From an optimization exercise on the open Yosys and OpenROAD flow, aimed at small area; shortcuts taken in it are not production practice.
Function was checked by simulation only, so behaviour that the tests miss may differ from the original.
No activity file was given, so power comes from the tool's default toggle rates.

--- flow/config.mk ---
export PLATFORM = sky130hd
export DESIGN_NAME = regfile
export DESIGN_NICKNAME = regfile
export VERILOG_FILES = /design/flow/design.v
export SDC_FILE = /design/flow/constraint.sdc
export NUM_CORES = 4
export LEC_CHECK = 0
export CAP_MARGIN = 10
export CORE_MARGIN = 2
export CORE_UTILIZATION = 62
export SLEW_MARGIN = 10
export SYNTH_HIERARCHICAL = 1
--- flow/constraint.sdc ---
create_clock -name core_clock -period 10.0 [get_ports {clk}]
set_input_delay 2.0000 -clock core_clock [delete_from_list [all_inputs] [get_ports {clk}]]
set_output_delay 2.0000 -clock core_clock [all_outputs]
set_load 0.01 [all_outputs]
--- flow/design.v ---
module regfile_aoi222 (
   input  logic a0, b0, a1, b1, a2, b2,
   output logic y
);
   assign y = ~((a0 & b0) | (a1 & b1) | (a2 & b2));
endmodule
module regfile_nand4 (
   input  logic a, b, c, d,
   output logic y
);
   assign y = ~(a & b & c & d);
endmodule
module regfile_nand2 (
   input  logic a, b,
   output logic y
);
   assign y = ~(a & b);
endmodule
module regfile_ao2111 (
   input  logic a, b, c, d, e,
   output logic y
);
   assign y = (a & b) | c | d | e;
endmodule
module regfile_ao22 (
   input  logic a0, b0, a1, b1,
   output logic y
);
   assign y = (a0 & b0) | (a1 & b1);
endmodule
module regfile_rdbit (
   input  logic [31:1] sel,
   input  logic [31:1] val,
   output logic        y
);
   logic [9:0] n;    
   logic [2:0] p;    
   for (genvar k = 0; k < 10; k++) begin : g_aoi
      regfile_aoi222 u_aoi (
         .a0(sel[3*k+1]), .b0(val[3*k+1]),
         .a1(sel[3*k+2]), .b1(val[3*k+2]),
         .a2(sel[3*k+3]), .b2(val[3*k+3]),
         .y(n[k])
      );
   end
   regfile_nand4 u_p0 (.a(n[0]), .b(n[1]), .c(n[2]), .d(n[3]), .y(p[0]));
   regfile_nand4 u_p1 (.a(n[4]), .b(n[5]), .c(n[6]), .d(n[7]), .y(p[1]));
   regfile_nand2 u_p2 (.a(n[8]), .b(n[9]), .y(p[2]));
   regfile_ao2111 u_out (.a(sel[31]), .b(val[31]), .c(p[0]), .d(p[1]), .e(p[2]), .y(y));
endmodule
module regfile_and2 (
   input  logic a, b,
   output logic y
);
   assign y = a & b;
endmodule
module regfile_nor2 (
   input  logic a, b,
   output logic y
);
   assign y = ~(a | b);
endmodule
module regfile_dec2n (
   input  logic [1:0] a,
   output logic [3:0] yn
);
   always_comb begin
      for (int k = 0; k < 4; k++) yn[k] = (a == 2'(k));
   end
endmodule
module regfile_dec3n (
   input  logic [2:0] a,
   output logic [7:0] yn
);
   always_comb begin
      for (int k = 0; k < 8; k++) yn[k] = (a == 3'(k));
   end
endmodule
module regfile_dec3en (
   input  logic [2:0] a,
   input  logic       en,
   output logic [7:0] yn
);
   always_comb begin
      for (int k = 0; k < 8; k++) yn[k] = en & (a == 3'(k));
   end
endmodule
module regfile #(
   parameter int XLEN   = 32,
   parameter int ADDR_W = 5
) (
   input  logic              clk,
   input  logic              rst_n,
   input  logic [ADDR_W-1:0] r1_reg_name,
   output logic [XLEN-1:0]   r1_reg_val,
   input  logic [ADDR_W-1:0] r2_reg_name,
   output logic [XLEN-1:0]   r2_reg_val,
   input  logic              w_enable,
   input  logic [ADDR_W-1:0] w_reg_name,
   input  logic [XLEN-1:0]   w_reg_val
);
   localparam int NREG = 2 ** ADDR_W;
   logic [XLEN-1:0] regs_q [1:NREG-1];
   logic [NREG-1:1] wr_row, hold_row, sel1, sel2;
   logic [3:0] r1_lo, r2_lo, w_lo;
   logic [7:0] r1_hi, r2_hi, w_hi;
   regfile_dec2n u_r1_lo (.a(r1_reg_name[1:0]), .yn(r1_lo));
   regfile_dec3n u_r1_hi (.a(r1_reg_name[4:2]), .yn(r1_hi));
   regfile_dec2n u_r2_lo (.a(r2_reg_name[1:0]), .yn(r2_lo));
   regfile_dec3n u_r2_hi (.a(r2_reg_name[4:2]), .yn(r2_hi));
   regfile_dec2n u_w_lo  (.a(w_reg_name[1:0]),  .yn(w_lo));
   regfile_dec3en u_w_hi (.a(w_reg_name[4:2]), .en(w_enable & rst_n), .yn(w_hi));
   wire rst = ~rst_n;
   for (genvar i = 1; i < NREG; i++) begin : g_dec
      regfile_and2  u_s1 (.a(r1_hi[i/4]), .b(r1_lo[i%4]), .y(sel1[i]));
      regfile_and2  u_s2 (.a(r2_hi[i/4]), .b(r2_lo[i%4]), .y(sel2[i]));
      regfile_and2  u_w  (.a(w_hi[i/4]),  .b(w_lo[i%4]),  .y(wr_row[i]));
      regfile_nor2  u_h  (.a(wr_row[i]),  .b(rst),        .y(hold_row[i]));
   end
   logic [XLEN-1:0] regs_d [1:NREG-1];
   for (genvar i = 1; i < NREG; i++) begin : g_wr
      for (genvar b = 0; b < XLEN; b++) begin : g_bit
         regfile_ao22 u_d (
            .a0(wr_row[i]), .b0(w_reg_val[b]),
            .a1(hold_row[i]), .b1(regs_q[i][b]),
            .y(regs_d[i][b])
         );
      end
   end
   always_ff @(posedge clk) begin
      for (int i = 1; i < NREG; i++) begin
         regs_q[i] <= regs_d[i];
      end
   end
   for (genvar b = 0; b < XLEN; b++) begin : g_rd
      logic [NREG-1:1] col;
      for (genvar i = 1; i < NREG; i++) begin : g_col
         assign col[i] = regs_q[i][b];
      end
      regfile_rdbit u_rd1 (.sel(sel1), .val(col), .y(r1_reg_val[b]));
      regfile_rdbit u_rd2 (.sel(sel2), .val(col), .y(r2_reg_val[b]));
   end
endmodule
--- flow/flow/run.sh ---
#!/bin/bash
# The standard layout, with two changes made through ORFS's own variables:
# the port buffers are the smallest buffer, and clock tree synthesis uses
# small clock buffers with larger sink clusters and no dummy loads.
set -euo pipefail
export BUFFER_PORTS_ARGS="-buffer_cell sky130_fd_sc_hd__buf_1"
export CTS_ARGS="-sink_clustering_enable -repair_clock_nets -buf_list {sky130_fd_sc_hd__clkbuf_4 sky130_fd_sc_hd__clkbuf_8} -sink_clustering_size 16 -sink_clustering_max_diameter 60 -dont_use_dummy_load"
bash standard.sh > standard.log 2>&1
--- flow/standard.sh ---
#!/bin/bash
# synth_recipe.tcl (not shown) runs the flow's synth.tcl, then flattens the netlist and writes it again
# the make line also repeats each setting of config.mk as NAME=value (left out here)
make -C /OpenROAD-flow-scripts/flow DESIGN_CONFIG=/design/flow/config.mk WORK_HOME=/design/flow/orfs CLKGATE_MAP_FILE= SYNTH_SCRIPT=/design/flow/synth_recipe.tcl "${@:-finish}"
==> run summary <==
stage by stage:
stage	setup slack, ps	std cells	total power [mW]	instance area (sq um)	hold slack, ps
floorplan	4450	3042	4.21	37700	460
global placement	3590	4066	4.43	40300	472
detailed placement	3590	4066	4.44	40300	477
CTS	3580	4139	6.25	41300	503
global route	3440	4141	6.43	41400	517
finish	3380	4143	6.33	41400	504
per-module statistics from Yosys, one instance, submodules excluded, a selection:
module / cells inside / times used / cell area (sq um) / flip-flops and latches
regfile_and2: 1 / 93 / 6.26 / 0
regfile_ao2111: 1 / 64 / 11.3 / 0
regfile_aoi222: 1 / 640 / 10.0 / 0
regfile_dec2n: 4 / 3 / 26.3 / 0
regfile_dec3n: 8 / 2 / 65.1 / 0
regfile_nand2: 1 / 64 / 3.75 / 0
regfile_nand4: 1 / 128 / 6.26 / 0
regfile_nor2: 1 / 31 / 3.75 / 0
synthesized netlist by cell type:
master,n
a2111o_1,64
a222oi_1,640
a22o_1,992
and2_1,94
and2_2,3
and2b_2,3
and3_2,2
and3b_2,6
and4_2,1
and4b_2,3
and4bb_2,3
dfxtp_1,992
inv_1,1
nand2_1,64
nand4_1,128
nor2_1,34
nor2b_1,3
nor3_1,2
nor3b_1,6
nor4b_2,1
cell families after synthesis:
family	count (synthesis)	share of synthesized area
buf+inv	1	0.0000994
compound gates	1696	0.419
simple gates	353	0.0544
flops	992	0.526
cell type report:
class                      count  area share
antenna                        3    0.000181
tap                          782      0.0237
multi-input combinational   2049       0.437
sequential                   992       0.480
timing repair buffer         243      0.0343
inverter                       1   0.0000907
clock buffer                  73      0.0243
where the power goes:
part	leakage, nW	internal [mW]	total [mW]	switching [mW]
logic	6.77	0.0663	0.381	0.314
registers	8.00	3.98	4.00	0.0254
clock network	0.525	0.658	1.94	1.28
total	15.3	4.70	6.33	1.62
worst min-delay path by stage:
stage	cells past startpoint	slack (ps)	endpoint	startpoint
finish	1	500	regs_q[26][20]	regs_q[26][20]
detailed placement	1	480	regs_q[29][10]	regs_q[29][10]
floorplan	1	460	regs_q[10][0]	regs_q[10][0]
CTS	1	500	regs_q[29][20]	regs_q[29][20]
global route	1	520	regs_q[7][23]	regs_q[7][23]
global placement	1	470	regs_q[1][24]	regs_q[1][24]
per-layer routing:
metal	GRT usage	vias to the layer above	routed length, um
met5	0	-	76
met4	0.328	10	14000
met3	0.229	1234	32100
met2	0.720	4276	66600
met1	0.640	18200	56600
li1	-	14900	-
layout by cell type (no fill, tap or decap):
cell type / Yosys / layout
and2b_2: 3 / 3
nor3b_1: 6 / 6
nor4b_2: 1 / 1
a222oi_1: 640 / 640
nor2b_1: 3 / 3
clkbuf_8: 0 / 73
nor2_1: 34 / 3
and2_1: 94 / 70
and3_2: 2 / 2
buf_16: 0 / 1
a2111o_1: 64 / 64
nor2_2: 0 / 7
nand2_1: 64 / 64
and4bb_2: 3 / 3
buf_4: 0 / 129
nand4_1: 128 / 128
dfxtp_1: 992 / 992
and3b_2: 6 / 6
and4_2: 1 / 1
diode_2: 0 / 3
nor2_4: 0 / 24
and4b_2: 3 / 3
inv_2: 0 / 1
buf_1: 0 / 113
nor3_1: 2 / 2
a22o_1: 992 / 992
and2_2: 3 / 27
==> flow_summary.json <==
{
  "endpoint_kind": "output port",
  "hold_viol": 0,
  "cts_buffer_depth": 3,
  "slew_headroom": 0.111,
  "clkSinkCount": 992,
  "cts_made_buffers": 73,
  "htree_levels": 3,
  "cts_root_buf": "clkbuf_8",
  "antenna_found_initial": 8,
  "place_congestion": 0.971,
  "timing.rr.end": "regs_q[20][26]",
  "drc": 0,
  "antenna_left": 0,
  "power_density_nw_per_um2": 153,
  "synth_top_area_frac": 0.526,
  "vias": 38600,
  "netlist_area_sq_um": 37700,
  "crit_top_cell": "buf_1",
  "area_growth_syn_to_layout_pct": 9.64,
  "synth-seq-cells": 992,
  "syn_avg_cell_area_sq_um": 12.4,
  "rr_startpoint": "regs_q[20][26]",
  "fmax_mhz": 151,
  "path_delay_family": "compound AO/OA/AOI/OAI gates",
  "synth_area_leader_cell": "dfxtp_1",
  "wl_per_cell_um": 40.9,
  "grt_max_degree": 34,
  "grt_pass1_wl_um": 244000,
  "yosys_warnings": 13,
  "ff_latch_area_sq_um": 19900,
  "worstPathMaxFanout": 32,
  "maxCapViolCount": 0,
  "num_io_pins": 114,
  "wirelength_um": 169000,
  "path_buf_inv": 3,
  "clk_pin_slew_ps": 70,
  "place.detailed.hpwl_um": 92700,
  "synthCells": 3042,
  "cp.depth": 8,
  "reg_top3": "regs_q (992)",
  "dieWidth_um": 251,
  "cpMaxStageDelayCell": "a2111o_1",
  "initial_core_util": 0.626,
  "r2r_cells": 1,
  "cts_setup_buffers": 0,
  "peakVddDrop_v": 0.000125,
  "drt_iter0_drc": 10700,
  "io_buffers": 113,
  "cp-endpoint": "r1_reg_val[3]",
  "rsz0062_at_grt": "no",
  "holdBufCountCts": 0,
  "min_period_ps": 6620,
  "fp.coreArea_sq_um": 60200,
  "p_leak_nw": 15.3,
  "cp_cell_sequence": "buf_1 -> and3b_2 -> and2_1 -> buf_4 -> a222oi_1 -> nand4_1 -> a2111o_1 -> buf_1",
  "gr-usage-all-layers": 0.513,
  "period_share": 0.662,
  "slew_viol_final": 0,
  "critPathKind": "in2out",
  "dieArea_sq_um": 62800,
  "final_core_util": 0.687,
  "cts_resized": 0,
  "clock_skew_ps": 0,
  "rows": 90,
  "setup_viol": 0,
  "slowest_delay_ps": 560,
  "cp-startpoint": "r1_reg_name[4]",
  "drive_above_1_share": 0.0837,
  "status": "timing/DRC/antenna clean",
  "hp-class": "reg2reg",
  "required_ps": 8000,
  "vias_per_cell": 9.32,
  "fin_nets": 3410,
  "firstDrtPassIters": 22,
  "clk_latency_ps": 730,
  "worst_pin_slew_ps": 1330,
  "critPathLaunchType": "input pin",
  "synth_fp_nets": 3092,
  "die_h_um": 251,
  "largest_reg_flops": 992,
  "cts_tree": "yes",
  "setup_tns_ps": 0,
  "ys_seq_area_frac": 0.526,
  "fillCellCount": 4453,
  "grt_pass1_vias": 37700,
  "ys_types": 20,
  "multiInputGateArea_sq_um": 18100,
  "grt_overflow": 0,
  "critPathArrivalTime_ps": 4620,
  "regMostFlops": "regs_q",
  "synth_area_leaders": "dfxtp_1 53%, a22o_1 23%, a222oi_1 17%, nand4_1 2.1%, a2111o_1 1.9%",
  "r2r_slack_ps": 9230
}

[static timing again, ports no longer ideal]
Ports are ideal in the flow. The routed layout listed here was re-timed in OpenROAD. Step 1 assumes that a clkbuf_16 drives the clock port and a buf_2 every other input. Step 2 adds t to the input delays and takes it off the output delays; t is the mean of the earliest and latest rising clock arrival at the registers after step 1. Input paths then give back, and output paths get back, about the clock's delay inside the block. a / b / c = ideal / step 1 / step 2; a / b = the first two.
shift t [ns]: 0.764
setup WS [ns]: 3.385 / 3.362 / 3.362
worst setup path at the end: input to output
worst slew at a driven data input, ns: 0.06
After both steps setup and hold are still met in this run. The setup slack of this run moves by -0.023 ns with the drivers and by -0.023 ns with both steps.
